From an optimization exercise on the open Yosys and OpenROAD flow, aimed at small area, a short achievable clock period and few clock cycles; shortcuts taken in it are not production practice.
Only simulation tests tie the RTL to the original design; equivalence was not proved.

$ cat design/flow/design.v
package rv_core_pkg;
    typedef enum logic [6:0] {
        op_r      = 7'b0110011,          
        op_imm    = 7'b0010011,          
        op_load   = 7'b0000011,          
        op_store  = 7'b0100011,          
        op_branch = 7'b1100011           
    } opcode_e;
    typedef enum logic [2:0] {
        alu_add = 3'd0,
        alu_sub = 3'd1,
        alu_and = 3'd2,
        alu_or  = 3'd3,
        alu_slt = 3'd4
    } alu_op_e;
    typedef enum logic [1:0] {
        res_alu = 2'd0,
        res_mem = 2'd1,                  
        res_pc4 = 2'd2                   
    } result_src_e;
    typedef struct packed {
        logic [6:0]            funct7;
        logic [5-1:0] rs2;
        logic [5-1:0] rs1;
        logic [2:0]            funct3;
        logic [5-1:0] rd;
        opcode_e               opcode;
    } r_fmt_t;
    typedef struct packed {
        logic [11:0]           imm;
        logic [5-1:0] rs1;
        logic [2:0]            funct3;
        logic [5-1:0] rd;
        opcode_e               opcode;
    } i_fmt_t;
    typedef struct packed {
        logic [6:0]            imm_hi;   
        logic [5-1:0] rs2;
        logic [5-1:0] rs1;
        logic [2:0]            funct3;
        logic [4:0]            imm_lo;   
        opcode_e               opcode;
    } s_fmt_t;
    typedef struct packed {
        logic                  imm_12;
        logic [5:0]            imm_10_5;
        logic [5-1:0] rs2;
        logic [5-1:0] rs1;
        logic [2:0]            funct3;
        logic [3:0]            imm_4_1;
        logic                  imm_11;
        opcode_e               opcode;
    } b_fmt_t;
    typedef union packed {
        r_fmt_t r_fmt;
        i_fmt_t i_fmt;
        s_fmt_t s_fmt;
        b_fmt_t b_fmt;
    } instr_u;
endpackage
`timescale 1ns/10ps
import rv_core_pkg::*;
module decoder (
    input  rv_core_pkg::instr_u instr,
    output logic              reg_write,
    output logic              mem_write,
    output logic              branch,
    output logic              alu_src,
    output rv_core_pkg::result_src_e       result_src,
    output rv_core_pkg::alu_op_e           alu_op,
    output logic [32-1:0]  imm
);
    localparam logic [2:0] F3_ADD_SUB = 3'b000;
    localparam logic [2:0] F3_SLT     = 3'b010;
    localparam logic [2:0] F3_OR      = 3'b110;
    localparam logic [2:0] F3_AND     = 3'b111;
    localparam logic [2:0] F3_WORD    = 3'b010;      
    localparam logic [2:0] F3_BEQ     = 3'b000;
    logic [32-1:0] imm_i;
    logic [32-1:0] imm_s;
    logic [32-1:0] imm_b;
    assign imm_i = {{(32-12){instr.i_fmt.imm[11]}}, instr.i_fmt.imm};
    assign imm_s = {{(32-12){instr.s_fmt.imm_hi[6]}},
                    instr.s_fmt.imm_hi,
                    instr.s_fmt.imm_lo};
    assign imm_b = {{(32-13){instr.b_fmt.imm_12}},
                    instr.b_fmt.imm_12,
                    instr.b_fmt.imm_11,
                    instr.b_fmt.imm_10_5,
                    instr.b_fmt.imm_4_1,
                    1'b0};                           
    always_comb begin
        reg_write  = 1'b0;                           
        mem_write  = 1'b0;
        branch     = 1'b0;
        alu_src    = 1'b0;
        result_src = res_alu;
        alu_op     = alu_add;
        imm        = '0;
        case (instr.r_fmt.opcode)
            op_r: begin
                reg_write = 1'b1;
                case (instr.r_fmt.funct3)
                    F3_ADD_SUB: alu_op = instr.r_fmt.funct7[5] ? alu_sub : alu_add;
                    F3_SLT:     alu_op = alu_slt;
                    F3_OR:      alu_op = alu_or;
                    F3_AND:     alu_op = alu_and;
                    default:    reg_write = 1'b0;    
                endcase
            end
            op_imm: begin
                reg_write = (instr.i_fmt.funct3 == F3_ADD_SUB);     
                alu_src   = 1'b1;
                imm       = imm_i;
            end
            op_load: begin
                reg_write  = (instr.i_fmt.funct3 == F3_WORD);
                alu_src    = 1'b1;
                result_src = res_mem;
                imm        = imm_i;
            end
            op_store: begin
                mem_write = (instr.s_fmt.funct3 == F3_WORD);
                alu_src   = 1'b1;
                imm       = imm_s;
            end
            op_branch: begin
                branch = (instr.b_fmt.funct3 == F3_BEQ);
                alu_op = alu_sub;                    
                imm    = imm_b;
            end
            default: begin
                reg_write = 1'b0;
            end
        endcase
    end
endmodule
`timescale 1ns/10ps
module reg_file (
    input  logic                   clk,
    input  logic                   rst_n,
    input  logic                   we,
    input  logic [5-1:0]  ra1,
    input  logic [5-1:0]  ra2,
    input  logic [5-1:0]  wa,
    input  logic [32-1:0]       wd,
    output logic [32-1:0]       rd1,
    output logic [32-1:0]       rd2
);
    logic [32-1:0] regs [1:32-1];      
    always_ff @(posedge clk) begin
        if (!rst_n) begin
            for (int i = 1; i < 32; i++) begin
                regs[i] <= '0;
            end
        end else if (we && (wa != '0)) begin
            regs[wa] <= wd;
        end
    end
    assign rd1 = (ra1 == '0)             ? '0 :
                 (we && (ra1 == wa))     ? wd : regs[ra1];
    assign rd2 = (ra2 == '0)             ? '0 :
                 (we && (ra2 == wa))     ? wd : regs[ra2];
endmodule
`timescale 1ns/10ps
import rv_core_pkg::*;
module alu (
    input  logic [32-1:0]  a,
    input  logic [32-1:0]  b,
    input  rv_core_pkg::alu_op_e           op,
    output logic [32-1:0]  y,
    output logic              zero
);
    logic slt;
    assign slt = ($signed(a) < $signed(b));
    always_comb begin
        case (op)
            alu_add: y = a + b;
            alu_sub: y = a - b;
            alu_and: y = a & b;
            alu_or:  y = a | b;
            alu_slt: y = {{(32-1){1'b0}}, slt};      
            default: y = a + b;
        endcase
    end
    assign zero = (y == '0);                           
endmodule
`timescale 1ns/10ps
import rv_core_pkg::*;
module hazard_unit (
    input  logic [5-1:0]  rs1_d,
    input  logic [5-1:0]  rs2_d,
    input  logic [5-1:0]  rs1_e,
    input  logic [5-1:0]  rs2_e,
    input  logic [5-1:0]  rd_e,
    input  logic [5-1:0]  rd_m,            
    input  logic [5-1:0]  rd_w,            
    input  logic                   reg_write_m,
    input  logic                   reg_write_w,
    input  logic [1:0]             result_src_e,
    input  logic                   pc_src,          
    output logic [1:0]             forward_a,
    output logic [1:0]             forward_b,
    output logic                   stall_f,
    output logic                   stall_d,
    output logic                   flush_d,
    output logic                   flush_e
);
    logic lw_stall;
    function automatic logic [1:0] fwd_sel(
        input logic [5-1:0] rs,
        input logic [5-1:0] mem_rd,
        input logic                  mem_we,
        input logic [5-1:0] wb_rd,
        input logic                  wb_we
    );
        if (mem_we && (rs == mem_rd) && (rs != '0)) begin
            fwd_sel = 2'b10;
        end else if (wb_we && (rs == wb_rd) && (rs != '0)) begin
            fwd_sel = 2'b01;
        end else begin
            fwd_sel = 2'b00;
        end
    endfunction
    assign forward_a = fwd_sel(rs1_e, rd_m, reg_write_m, rd_w, reg_write_w);
    assign forward_b = fwd_sel(rs2_e, rd_m, reg_write_m, rd_w, reg_write_w);
    assign lw_stall = (result_src_e == res_mem) && (rd_e != '0) &&
                      ((rd_e == rs1_d) || (rd_e == rs2_d));
    assign stall_f = lw_stall;
    assign stall_d = lw_stall;
    assign flush_d = pc_src;                        
    assign flush_e = lw_stall || pc_src;            
endmodule
`timescale 1ns/10ps
import rv_core_pkg::*;
module rv_core (
    input  logic               clk,
    input  logic               rst_n,
    output logic [32-1:0]   imem_addr,
    input  logic [32-1:0]   imem_rdata,
    output logic [32-1:0]   dmem_addr,
    output logic [32-1:0]   dmem_wdata,
    output logic               dmem_we,
    input  logic [32-1:0]   dmem_rdata
);
    logic [32-1:0]      pc_f;
    logic [32-1:0]      pc_plus4_f;
    logic [32-1:0]      pc_next_f;
    rv_core_pkg::instr_u                instr_d;
    logic [32-1:0]      pc_d;
    logic                  reg_write_d;
    logic                  mem_write_d;
    logic                  branch_d;
    logic                  alu_src_d;
    rv_core_pkg::result_src_e           res_src_d;
    rv_core_pkg::alu_op_e               alu_ctl_d;
    logic [32-1:0]      imm_d;
    logic [32-1:0]      rd1_d;
    logic [32-1:0]      rd2_d;
    logic                  reg_write_e;
    logic                  mem_write_e;
    logic                  branch_e;
    logic                  alu_src_e;
    rv_core_pkg::result_src_e           res_src_e;
    rv_core_pkg::alu_op_e               alu_ctl_e;
    logic [32-1:0]      rd1_e;
    logic [32-1:0]      rd2_e;
    logic [32-1:0]      pc_e;
    logic [32-1:0]      imm_e;
    logic [5-1:0] rs1_e;
    logic [5-1:0] rs2_e;
    logic [5-1:0] rd_e;
    logic [32-1:0]      src_a_e;
    logic [32-1:0]      src_b_e;
    logic [32-1:0]      write_data_e;
    logic [32-1:0]      alu_result_e;
    logic                  zero_e;
    logic [32-1:0]      pc_target_e;
    logic                  pc_src;
    logic                  reg_write_m;
    logic                  mem_write_m;
    rv_core_pkg::result_src_e           res_src_m;
    logic [32-1:0]      alu_result_m;
    logic [32-1:0]      write_data_m;
    logic [5-1:0] rd_m;
    logic                  reg_write_w;
    rv_core_pkg::result_src_e           res_src_w;
    logic [32-1:0]      alu_result_w;
    logic [32-1:0]      read_data_w;
    logic [5-1:0] rd_w;
    logic [32-1:0]      result_w;
    logic [1:0]            forward_a;
    logic [1:0]            forward_b;
    logic                  stall_f;
    logic                  stall_d;
    logic                  flush_d;
    logic                  flush_e;
    function automatic logic [32-1:0] operand_mux(
        input logic [1:0]       sel,
        input logic [32-1:0] reg_val,
        input logic [32-1:0] mem_val,
        input logic [32-1:0] wb_val
    );
        case (sel)
            2'b10:   operand_mux = mem_val;
            2'b01:   operand_mux = wb_val;
            default: operand_mux = reg_val;
        endcase
    endfunction
    assign pc_plus4_f = pc_f + 32'd4;
    assign pc_next_f  = pc_src ? pc_target_e : pc_plus4_f;    
    assign imem_addr  = pc_f;
    always_ff @(posedge clk) begin
        if (!rst_n) begin
            pc_f <= '0;
        end else if (!stall_f) begin
            pc_f <= pc_next_f;
        end
    end
    always_ff @(posedge clk) begin
        if (!rst_n || flush_d) begin
            instr_d <= '0;                   
        end else if (!stall_d) begin
            instr_d <= imem_rdata;
        end
    end
    always_ff @(posedge clk) begin
        if (!stall_d) begin
            pc_d <= pc_f;
        end
    end
    decoder decoder_i (
        .instr      (instr_d),
        .reg_write  (reg_write_d),
        .mem_write  (mem_write_d),
        .branch     (branch_d),
        .alu_src    (alu_src_d),
        .result_src (res_src_d),
        .alu_op     (alu_ctl_d),
        .imm        (imm_d)
    );
    reg_file reg_file_i (
        .clk   (clk),
        .rst_n (rst_n),
        .we    (reg_write_w),
        .ra1   (instr_d.r_fmt.rs1),
        .ra2   (instr_d.r_fmt.rs2),
        .wa    (rd_w),
        .wd    (result_w),
        .rd1   (rd1_d),
        .rd2   (rd2_d)
    );
    always_ff @(posedge clk) begin
        if (!rst_n || flush_e) begin
            reg_write_e <= 1'b0;
            mem_write_e <= 1'b0;
            branch_e    <= 1'b0;
            res_src_e   <= res_alu;          
        end else begin
            reg_write_e <= reg_write_d;
            mem_write_e <= mem_write_d;
            branch_e    <= branch_d;
            res_src_e   <= res_src_d;
        end
    end
    always_ff @(posedge clk) begin
        alu_src_e  <= alu_src_d;
        alu_ctl_e  <= alu_ctl_d;
        rd1_e      <= rd1_d;
        rd2_e      <= rd2_d;
        pc_e       <= pc_d;
        imm_e      <= imm_d;
        rs1_e      <= instr_d.r_fmt.rs1;
        rs2_e      <= instr_d.r_fmt.rs2;
        rd_e       <= instr_d.r_fmt.rd;
    end
    assign src_a_e      = operand_mux(forward_a, rd1_e, alu_result_m, result_w);
    assign write_data_e = operand_mux(forward_b, rd2_e, alu_result_m, result_w);
    assign src_b_e      = alu_src_e ? imm_e : write_data_e;
    alu alu_i (
        .a    (src_a_e),
        .b    (src_b_e),
        .op   (alu_ctl_e),
        .y    (alu_result_e),
        .zero (zero_e)
    );
    assign pc_target_e = pc_e + imm_e;
    assign pc_src      = branch_e && zero_e;
    always_ff @(posedge clk) begin
        if (!rst_n) begin
            reg_write_m <= 1'b0;
            mem_write_m <= 1'b0;
            res_src_m   <= res_alu;
        end else begin
            reg_write_m <= reg_write_e;
            mem_write_m <= mem_write_e;
            res_src_m   <= res_src_e;
        end
    end
    always_ff @(posedge clk) begin
        alu_result_m <= alu_result_e;
        write_data_m <= write_data_e;        
        rd_m         <= rd_e;
    end
    assign dmem_addr  = alu_result_m;
    assign dmem_wdata = write_data_m;
    assign dmem_we    = mem_write_m;
    always_ff @(posedge clk) begin
        if (!rst_n) begin
            reg_write_w <= 1'b0;
            res_src_w   <= res_alu;
        end else begin
            reg_write_w <= reg_write_m;
            res_src_w   <= res_src_m;
        end
    end
    always_ff @(posedge clk) begin
        alu_result_w <= alu_result_m;
        read_data_w  <= dmem_rdata;
        rd_w         <= rd_m;
    end
    always_comb begin
        case (res_src_w)
            res_mem: result_w = read_data_w;
            default: result_w = alu_result_w;
        endcase
    end
    hazard_unit hazard_unit_i (
        .rs1_d        (instr_d.r_fmt.rs1),
        .rs2_d        (instr_d.r_fmt.rs2),
        .rs1_e        (rs1_e),
        .rs2_e        (rs2_e),
        .rd_e         (rd_e),
        .rd_m         (rd_m),
        .rd_w         (rd_w),
        .reg_write_m  (reg_write_m),
        .reg_write_w  (reg_write_w),
        .result_src_e (res_src_e),
        .pc_src       (pc_src),
        .forward_a    (forward_a),
        .forward_b    (forward_b),
        .stall_f      (stall_f),
        .stall_d      (stall_d),
        .flush_d      (flush_d),
        .flush_e      (flush_e)
    );
endmodule
$ cat design/flow/run.sh
#!/bin/bash
# synth_recipe.tcl (not shown) runs the flow's synth.tcl, then flattens the netlist and writes it again
# the make line also repeats each setting of config.mk as NAME=value (left out here)
make -C /OpenROAD-flow-scripts/flow DESIGN_CONFIG=/design/flow/config.mk WORK_HOME=/design/flow/orfs CLKGATE_MAP_FILE= SYNTH_SCRIPT=/design/flow/synth_recipe.tcl finish
$ cat design/flow/config.mk
export PLATFORM = sky130hd
export DESIGN_NAME = rv_core
export DESIGN_NICKNAME = rv_core
export VERILOG_FILES = /design/flow/design.v
export SDC_FILE = /design/flow/constraint.sdc
export NUM_CORES = 4
export LEC_CHECK = 0
export CAP_MARGIN = 20
export CORE_MARGIN = 2
export CORE_UTILIZATION = 40
export SLEW_MARGIN = 20
$ cat design/flow/constraint.sdc
create_clock -name core_clock -period 8.0 [get_ports {clk}]
set_input_delay 1.6000 -clock core_clock [delete_from_list [all_inputs] [get_ports {clk}]]
set_output_delay 1.6000 -clock core_clock [all_outputs]
set_load 0.01 [all_outputs]
==> out/metrics.sh <==
DRT_FIRST_PASS_ITERS=5
R2R_END='pc_f[22]'
DETAIL_ROUTE.ITER0.VIOLATIONS=6501
TIMING.CLOCK.SKEW_PS=33.3
GRT.TOTAL_USAGE_PCT=27.2
HOLD_BUFFERS=0
CAP_VIOL_MAX_COUNT=0
FINAL-MAX-SLEW-VIOLATION-COUNT=0
POST_DETAIL_PLACE_HPWL_UM=147000
SYNTHDOMINANTCELLAREASHARE_PCT=44.3
TRITONCTS_CLOCK_TREE='yes'
INITIAL_UTILIZATION_PCT=40.2
FILLERINSTANCES=15863
CRIT-REG2REG-LAUNCH='rd_w[3]'
SYNTHARSTFLOPSHARE_PCT=0
NUMBER_OF_BUFFERS_CREATED_BY_CTS=151
TIMING.REG2REG.WORST_PATH_DEPTH=25
PERIOD_MINUS_SLACK_PS=7490
START_KIND='register'
FP.DIEAREA_MM2=0.182
LAYOUT_WORST_PATH_CYCLE_SHARE_PCT=93.6
CRITICAL_PATH_REQUIRED_PS=8720
WIRELENGTH_UM=250000
H_TREE_LVLS=4
SYNTH_SEQ_AREA_SHARE_PCT=54.1
MAX-VDD-IR-DROP_mV=0.247
SETUP_BUFFERS_AFTER_CTS=0
WHS_PATH_DEPTH=0
CLK_TRANSITION_REPORTED_PATHS_PS=60
HOLD_VIOLATIONS=0
MOST_COMMON_CELL_AFTER_LAYOUT_FILL_AND_TAPS_ASIDE='nor2_1'
DETAILROUTE.VIA_COUNT=50561
POST-PLACE-CELLS=7788
FINALSETUPTNS_PS=0
FINAL_CORE_UTIL_PCT=45.7
CTS.SINK_COUNT=1405
GRT_SETUP_UNREPAIRED='no'
HOLD_END='pc_e[22]'
TIGHTESTPINTRANSITION_PS=1160
FINAL_LAYOUT_SIZE_SUFFIX_GT1_SHARE_PCT=20.5
RUN_STATUS='finished clean'
SETUP_VIOL_COUNT_FINAL=0
LAYOUTNONFILLERINSTCOUNT=8069
POST_CTS_RESIZED=0
POWER_DENSITY_mW_PER_MM2=248
SYNTH.YOSYS.WARNINGS=5
HORIZONTAL_DIE_DIMENSION_UM=427
ROW_COUNT=155
SYNTH.TOP_CELLS.BY_AREA='edfxtp_1 (44%), mux4_2 (20%), dfxtp_1 (9.8%), nor2_1 (5.8%), ha_1 (2.2%)'
SYNTH_AREA_LEADER_CELL='edfxtp_1'
DRC_ERRORS=0
CLOCKROOTBUFFER='clkbuf_16'
ANT_NETS=0
SYNTH_EDF_COUNT=1056
CRITPATHMAXFANOUT=44
PORT_BUFFERS=162
IO_PINS=163
P_TOTAL_W=0.0202
SYNTHESIS.INSTANCES=5579
AREA_GROWTH_SYN_TO_LAYOUT_PCT=13.7
SYN_AVG_CELL_AREA_UM2=12.8
MAXSLEWHEADROOM_PCT=22.5
CRIT_PATH_DAT_PS=8210
FINALWEIGHTEDCONGESTION=0.916
WORST-SETUP-PATH-TYPE='register to register'
FP.COREAREA_MM2=0.178
VIAS_IN_THE_FIRST_GLOBAL_ROUTE=49600
DOMINANTREGCELLSYNTH='edfxtp_1'
MAXCLOCKFREQUENCY_MHz=134
SYNTH_SEQ_CELLS=1405
HOLDCRITPATHCLASS='register to register'
REG2REG_SLACK_PS=510
PIN_COUNT_OF_THE_BIGGEST_NET_ENTERING_GLOBAL_ROUTING=115
GRT_FIRST_PASS_WIRELENGTH_UM=355000
FIN_NETS=5786
NETLIST-CELL-TYPE-COUNT=98
CLOCK_PATH_BUFFERS=3
GRT_REMAINING_OVERFLOW=0
MAPPEDNETLISTAREA_MM2=0.0715
DRT-WIRELENGTH-PER-CELL_UM=31.0
WORST_SETUP_PATH_END_KIND='register'
HOLD_PATH_START='pc_d[22]'
LEAKAGEPOWER_nW=28.9
POST_DRT_VIA_CELL_RATIO=6.27
MOSTFREQUENTLAYOUTCELLS='nor2_1 (1110), edfxtp_1 (1056), mux4_2 (640)'
GRT_ANTENNA_BEFORE_REPAIR=8
WORST_SKEW_PAIR_LATENCY_PS=820
DIE-HEIGHT_UM=427
[worst max-delay path: stages, from the launching register on]
cell and delay, ps:
dfxtp_1 600, xnor2_1 180, nand4_1 130, nor4_2 330, buf_12 250, buf_4 250, nand2_1 60, o21ai_0 80
o21ai_0 110, o21ai_0 490, ha_1 480, inv_1 200, o31ai_1 540, or4_1 220, a21oi_1 50, a221oi_1 260
o211ai_1 140, or4b_1 610, nor4b_1 380, nand4bb_1 310, or4_4 710, nor2_4 160, buf_12 150, buf_4 210
mux2_1 340, a31oi_1 130
[report_power, final]
| part | switching [W] | internal (W) |
|---|---|---|
| sequential | 0.000444 | 0.00834 |
| clock | 0.00306 | 0.00385 |
| combinational | 0.00293 | 0.00154 |
| total | 0.00643 | 0.0137 |
[kinds of logic after synthesis]
family	Yosys count	synth area share (%)
xor+xnor	80	0.979
compound gates	811	7.36
simple gates	1792	10.6
fa+ha+maj	131	2.32
buf+inv	644	3.46
other cells	1	0.00524
mux	715	21.2
flops	1405	54.1
[metrics by stage]
step	instance area [um2]	setup slack, ps	hold slack (ps)
after CTS	81200	404	339
final	81300	514	332
after global routing	81300	145	348
after floorplan	71700	1810	323
after detailed placement	76400	441	327
after global placement	76400	395	324
[worst max-delay path by stage]
stage / from / to / slack [ps] / cells past startpoint
6_report: rd_w[3] / pc_f[22] / 510 / 25
2_1_floorplan: rd_w[0] / pc_f[16] / 1810 / 23
4_1_cts: rd_w[2] / pc_f[22] / 400 / 24
3_3_place_gp: rd_w[3] / pc_f[22] / 390 / 21
5_1_grt: rd_w[3] / pc_f[9] / 140 / 29
3_5_place_dp: rd_w[2] / pc_f[22] / 440 / 21
[sequential cells by signal (all words and copies together) (netlist names), 32 cells and up, named ones only]
name / cells
rd2_e: 32
write_data_m: 32
read_data_w: 32
rd1_e: 32
alu_result_m: 32
pc_e: 32
pc_d: 32
reg_file_i.regs: 1024
instr_d: 32
pc_f: 32
alu_result_w: 32
[cell type report]
type / count / area, um2 / area share [%]
flip-flops and latches: 1405 / 38700 / 47.6
multi-input cells: 3561 / 31300 / 38.4
clock buffers: 202 / 4170 / 5.12
repair buffers: 318 / 3000 / 3.69
well taps: 2355 / 2950 / 3.62
clock inverters: 73 / 633 / 0.779
inverters: 152 / 572 / 0.703
diodes: 3 / 7.51 / 0.00923
[metal layers]
layer / vias to the layer above / part of all wire, % / GRT usage, %
met2: 3083 / 47 / 43.2
met4: 6 / 4.9 / 12.5
met3: 594 / 11 / 6.90
met5: - / 0.069 / 0.582
li1: 20979 / - / -
met1: 25899 / 37 / 34.9
[synth_stat cells, drive strengths merged, types with 32 or more instances]
library cell  instances
mux4                640
a21oi               158
inv                 152
nor3                 32
buf                  76
nand2               362
o21ai               247
clkbuf              416
nor2b                86
mux2i                60
a211oi              157
ha                  128
nand3                34
dfxtp               349
nor2               1113
xnor2                45
edfxtp             1056
xor2                 35
Testbench counts, summed over its fixed seeds: cycles 77,791.

[static timing again, ports no longer ideal]
Ports are ideal in the flow. The routed layout listed here was re-timed in OpenROAD.
Step 1 sets driving cells, clkbuf_16 on the clock port and buf_2 on the other inputs (assumed; they add their load-dependent delay and slew).
Step 2 moves the port delays by t, midway between the first and last clock arrival at a register: inputs arrive t later, outputs are due t later. That takes back most of the time a late clock gives input paths.
Slacks: ideal ports / drivers / drivers and shift; pairs: ideal ports / drivers.
shift t [ns]: 0.892
slack for setup (ns): 0.514 / 0.514 / 0.514
worst hold slack (ns): 0.332 / 0.332 / 0.332
latest minus earliest clock arrival (ns): 0.043 / 0.044
worst register clock-pin slew, ns: 0.06 / 0.06
After both steps this run still meets setup and hold. For this run, drivers alone change the setup slack by 0.000 ns; drivers and shift together by 0.000 ns.
